This is an optimization exercise on Yosys and OpenROAD, whose aim is small area, a short achievable clock period and few clock cycles, not a production implementation. RTL that was checked went through simulation tests only; none was proved equivalent to the original. Power is estimated from default activity; no workload was simulated.

==> 11-04 <==
Design mat_ops_seq, start of the top module:
module mat_ops_seq
#(
  parameter int unsigned N = 4,
  parameter int unsigned W = 16
) (
  input  logic             clk,
  input  logic             rst,
  input  logic             start,
  input  logic [1:0]       op,
  input  logic [N*N*W-1:0] a,
  input  logic [N*N*W-1:0] b,
  output logic             busy,
  output logic             done,
  output logic [N*N*W-1:0] result,
  output logic             ovf
);
  localparam int unsigned FW = N * N * W;
  function automatic int unsigned off(input int unsigned r, input int unsigned c);
    off = mat_ops_pkg::elem_off(r, c, N, W);
  endfunction
  logic            run;         
  logic [FW-1:0]   as_q;        
  logic [FW-1:0]   bs_q;        
  logic [N*N-1:0]  lost_q;      
  logic [N-1:0][1:0][W:0] p_q;   
  logic [FW-1:0]   res_q;
  logic            ovf_q;
  logic is_sub, is_trn, is_mul;
  assign is_sub = (op == 2'd1);
  assign is_trn = (op == 2'd2);
  assign is_mul = (op == 2'd3);
  logic [N-1:0][N-1:0][W-1:0] total;
  logic [N*N-1:0] big;        
  logic [N*N-1:0] carry;      
  for (genvar r = 0; r < N; r++) begin : g_r
    logic [4*W-1:0] x;
    for (genvar k = 0; k < N; k++) begin : g_k
      assign x[k*W +: W] = as_q[off(r, k) +: W];
    end
    for (genvar c = 0; c < N; c++) begin : g_c
      logic [7:0]   d;
      logic         lost_hit;
      logic [W-1:0] q;
      logic         mbig;
      always_comb begin
  ...
make LEC_CHECK=0 CAP_MARGIN=20 CORE_MARGIN=2 CORE_UTILIZATION=40 PLACE_DENSITY=0.6 SETUP_SLACK_MARGIN=5 SLEW_MARGIN=20 finish   # period 10.0 ns
run.sh (not shown) runs the stock make flow with config.mk's settings and CLKGATE_MAP_FILE= SYNTH_SCRIPT=/design/flow/synth_recipe.tcl, a recipe that flattens the netlist after the stock synthesis.
==> 03-16: changes against 11-04 <==
==> flow/design.v (replaced) <==
package mat_ops_pkg;
  typedef enum logic [1:0] {
    OP_ADD = 2'd0,
    OP_SUB = 2'd1,
    OP_TRN = 2'd2,
    OP_MUL = 2'd3
  } op_t;
  function automatic int unsigned elem_off(input int unsigned r, input int unsigned c,
                                           input int unsigned n, input int unsigned w);
    elem_off = (n * n - 1 - (r * n + c)) * w;
  endfunction
endpackage
module mat_mac
#(
  parameter int unsigned W = 16
) (
  input  logic           run,
  input  logic [W-1:0]   acc,
  input  logic [4*W-1:0] x,
  input  logic [W:0]     p01,
  input  logic [W:0]     p23,
  input  logic [5:0]     sel,     
  input  logic [W-1:0]   p,
  input  logic [W-1:0]   q,
  input  logic           cin,
  output logic [W-1:0]   sum,
  output logic           cout,    
  output logic           big      
);
  function automatic logic [W:0] pick(input logic [2:0] sel, input logic [W-1:0] xa,
                                      input logic [W-1:0] xb, input logic [W:0] pab);
    pick = ({(W+1){sel[0]}} & {1'b0, xa}) | ({(W+1){sel[1]}} & {1'b0, xb}) |
           ({(W+1){sel[2]}} & pab);
  endfunction
  logic [W:0] u0, v0;
  assign u0 = pick(sel[0 +: 3], x[0 +: W], x[W +: W], p01);
  assign v0 = pick(sel[3 +: 3], x[2*W +: W], x[3*W +: W], p23);
  logic [W-1:0] s3, c3;
  assign s3 = acc ^ u0[W-1:0] ^ v0[W-1:0];
  assign c3 = (acc & u0[W-1:0]) | (acc & v0[W-1:0]) | (u0[W-1:0] & v0[W-1:0]);
  logic [W:0] fa, fb;
  logic [W+1:0] fs;
  assign fa = run ? {s3, 1'b1} : {p, 1'b1};
  assign fb = run ? {c3[W-2:0], 1'b0, 1'b0} : {q, cin};
  assign fs = {1'b0, fa} + {1'b0, fb};
  assign sum  = fs[W:1];
  assign cout = fs[W+1];
  assign big  = u0[W] | v0[W] | c3[W-1] | cout;
endmodule
module mat_ops_seq
#(
  parameter int unsigned N = 4,
  parameter int unsigned W = 16
) (
  input  logic             clk,
  input  logic             rst,
  input  logic             start,
  input  logic [1:0]       op,
  input  logic [N*N*W-1:0] a,
  input  logic [N*N*W-1:0] b,
  output logic             busy,
  output logic             done,
  output logic [N*N*W-1:0] result,
  output logic             ovf
);
  localparam int unsigned FW = N * N * W;
  function automatic int unsigned off(input int unsigned r, input int unsigned c);
    off = mat_ops_pkg::elem_off(r, c, N, W);
  endfunction
  localparam int unsigned NRUN = 9;
  logic [NRUN-1:0] rc;
  logic            run;
  assign run = rc[0];
  logic [FW-1:0]   as_q;        
  logic [FW-1:0]   bs_q;        
  logic [N*N-1:0]  lost_q;      
  logic [N-1:0][1:0][W:0] p_q;   
  logic [N-1:0][5:0] sel_q;   
  logic [FW-1:0]   res_q;
  logic [N*N-1:0]  big_q;       
  logic is_sub, is_trn, is_mul;
  assign is_sub = (op == 2'd1);
  assign is_trn = (op == 2'd2);
  assign is_mul = (op == 2'd3);
  logic [N-1:0][N-1:0][W-1:0] total;
  logic [N*N-1:0] big;        
  logic [N*N-1:0] carry;      
  for (genvar r = 0; r < N; r++) begin : g_r
    logic [4*W-1:0] x;
    for (genvar k = 0; k < N; k++) begin : g_k
      assign x[k*W +: W] = as_q[off(r, k) +: W];
    end
    for (genvar c = 0; c < N; c++) begin : g_c
      logic         lost_hit;
      logic [W-1:0] q;
      logic         mbig;
      always_comb begin
        lost_hit = 1'b0;
        for (int unsigned k = 0; k < N; k++) begin
          lost_hit = lost_hit | (lost_q[r*N + k] & bs_q[off(k, c)]);
        end
      end
      if (c % 2 == 0) begin : g_pair
        assign q = is_mul ? a[off(r, c + 1) +: W] : (b[off(r, c) +: W] ^ {W{is_sub}});
      end else begin : g_nopair
        assign q = b[off(r, c) +: W] ^ {W{is_sub}};
      end
      mat_mac #(.W(W)) u_mac (
        .run   (rc[5 + r]),
        .acc   (res_q[off(r, c) +: W]),
        .x     (x),
        .p01   (p_q[r][0]),
        .p23   (p_q[r][1]),
        .sel   (sel_q[c]),
        .p     (a[off(r, c) +: W]),
        .q     (q),
        .cin   (is_sub),
        .sum   (total[r][c]),
        .cout  (carry[r*N + c]),
        .big   (mbig)
      );
      assign big[r*N + c] = mbig | lost_hit;
    end
  end
  function automatic logic [2:0] dec(input logic sa, input logic sb);
    dec = {sa & sb, sb & ~sa, sa & ~sb};
  endfunction
  logic [N-1:0][5:0] sel_next;   
  logic [N-1:0][5:0] sel_load;   
  always_comb begin
    for (int unsigned c = 0; c < N; c++) begin
      sel_next[c][0 +: 3] = dec(bs_q[off(0, c) + 1], bs_q[off(1, c) + 1]);
      sel_next[c][3 +: 3] = dec(bs_q[off(2, c) + 1], bs_q[off(3, c) + 1]);
      sel_load[c][0 +: 3] = dec(b[off(0, c)], b[off(1, c)]);
      sel_load[c][3 +: 3] = dec(b[off(2, c)], b[off(3, c)]);
    end
  end
  logic last;
  always_comb begin
    last = 1'b1;
    for (int unsigned i = 0; i < N * N; i++) begin
      if (|bs_q[i*W + 1 +: W - 1]) last = 1'b0;
    end
  end
  always_ff @(posedge clk) begin
    for (int unsigned r = 0; r < N; r++) begin
      for (int unsigned c = 0; c < N; c++) begin
        if (rc[3]) begin
          res_q[off(r, c) +: W] <= total[r][c];
        end else if (is_trn) begin
          res_q[off(r, c) +: W] <= a[off(c, r) +: W];
        end else if (is_mul) begin
          res_q[off(r, c) +: W] <= '0;
        end else begin
          res_q[off(r, c) +: W] <= total[r][c];
        end
      end
    end
    if (rc[4]) begin
      big_q <= big_q | big;
    end else begin
      big_q <= (op == 2'd0) ? carry : is_sub ? ~carry : '0;
    end
    for (int unsigned c = 0; c < N; c++) begin
      sel_q[c] <= rc[4] ? sel_next[c] : sel_load[c];
    end
    for (int unsigned r = 0; r < N; r++) begin
      if (rc[4]) begin
        p_q[r][0] <= p_q[r][0] << 1;
        p_q[r][1] <= p_q[r][1] << 1;
      end else begin
        p_q[r][0] <= {carry[r*N], total[r][0]};
        p_q[r][1] <= {carry[r*N + 2], total[r][2]};
      end
    end
    for (int unsigned i = 0; i < N * N; i++) begin
      if (rc[1]) begin
        as_q[i*W +: W] <= as_q[i*W +: W] << 1;
        lost_q[N*N-1-i] <= lost_q[N*N-1-i] | as_q[i*W + W - 1];
      end else begin
        as_q[i*W +: W] <= a[i*W +: W];
        lost_q[N*N-1-i] <= 1'b0;
      end
      if (rc[2]) begin
        bs_q[i*W +: W] <= bs_q[i*W +: W] >> 1;
      end else begin
        bs_q[i*W +: W] <= b[i*W +: W];
      end
    end
  end
  logic busy_q;
  always_ff @(posedge clk) begin
    if (rst) begin
      busy_q <= 1'b0;
    end else if (busy_q) begin
      busy_q <= !last;
    end else begin
      busy_q <= start && is_mul;
    end
  end
  always_ff @(posedge clk) begin
    for (int unsigned i = 0; i < NRUN; i++) begin
      if (rst) begin
        rc[i] <= 1'b0;
      end else if (rc[i]) begin
        rc[i] <= !last;
      end else begin
        rc[i] <= start && is_mul;
      end
    end
  end
  always_ff @(posedge clk) begin
    if (rst) begin
      done <= 1'b0;
    end else if (run) begin
      done <= last;
    end else begin
      done <= start && !is_mul;
    end
  end
  assign busy   = busy_q;
  assign result = res_q;
  assign ovf    = |big_q;
endmodule
==> flow/flow/run.sh (new file) <==
#!/bin/bash
# Standard ORFS layout (the standard.sh, standard synthesis), with two changes to how
# the layout is optimised; the SDC, clock period and everything measured are unchanged:
#  - every port still gets its own buffer, but a buf_2 instead of the default delay cell
#  - timing repair aims for extra setup slack, to push the achieved period down
set -euo pipefail
bash standard.sh SETUP_SLACK_MARGIN=5.5 "BUFFER_PORTS_ARGS=-buffer_cell sky130_fd_sc_hd__buf_2" \
  finish > make_finish.log 2>&1
==> flow/standard.sh (new file) <==
#!/bin/bash
# synth_recipe.tcl (not shown) runs the flow's synth.tcl, then flattens the netlist and writes it again
# the make line also repeats each setting of config.mk as NAME=value (left out here)
make -C /OpenROAD-flow-scripts/flow DESIGN_CONFIG=/design/flow/config.mk WORK_HOME=/design/flow/orfs CLKGATE_MAP_FILE= SYNTH_SCRIPT=/design/flow/synth_recipe.tcl "${@:-finish}"
CORE_UTILIZATION = 45   (was 40)
SETUP_SLACK_MARGIN = unset   (was 5)
SLEW_MARGIN = 30   (was 20)
removed: flow/run.sh
==> comparison table <==
quantity	03-16	11-04
Run status	no timing/DRC/antenna violations	failed layout checks
Violated checks	-	max-slew violations
Gate power share	39.4%	61.0%
Clock network share of area	5.20%	3.63%
Core outline area	142,000 sq um	217,000 sq um
Most common cell in the synthesized netlist	sky130_fd_sc_hd__dfxtp_1	sky130_fd_sc_hd__nand2_1
Switching Power	7.41 mW	14.7 mW
Worst path arrival time	5.26 ns	6.52 ns
Flip-flop and latch area	19,500 sq um	18,600 sq um
LEAKAGE	31.8 nW	48.2 nW
Sequential cell area share	25.3%	16.0%
Antenna violations before repair	53	83
Row Count	138	171
Total power density per cell area	226 nW/um^2	261 nW/um^2
Clock insertion delay at the later pin of the skew report	0.78 ns	0.91 ns
Area occupied by multi-input gates	42,400 sq um	68,600 sq um
Chip width	382 um	471 um
Met1 layer wirelength in the final routing	133,000 um	211,000 um
Smallest setup slack after layout	5.42 ns	4.19 ns
Initial cell density of the core	45.3%	40.2%
Final clock period utilization by the worst path	45.8%	58.1%
Testbench counts of 03-16, summed over its fixed seeds: cycles 3,952.
Function not checked in 11-04: the RTL went through the layout flow alone.

[afterwards: timing with drivers on the ports]
Ports are ideal in the flow. The routed layouts listed here were re-timed in OpenROAD.
Step 1 assumes that a clkbuf_16 drives the clock port and a buf_2 every other input.
Step 2 times the ports against the registers' clock, not the clock port: input delays grow and output delays shrink by t, the midpoint of the rising clock arrivals with the driver on.
Three values: no drivers, after step 1, after step 2; two values: the first two.
run | t, ns | slack for setup (ns) | pins driven straight from the clock port
11-04 | 0.954 | 4.189 / 4.019 / 3.065 | 1
03-16 | 0.856 | 5.420 / 5.203 / 4.347 | 1
For 11-04, which loses most, drivers alone change the setup slack by -0.170 ns; drivers and shift together by -1.124 ns.
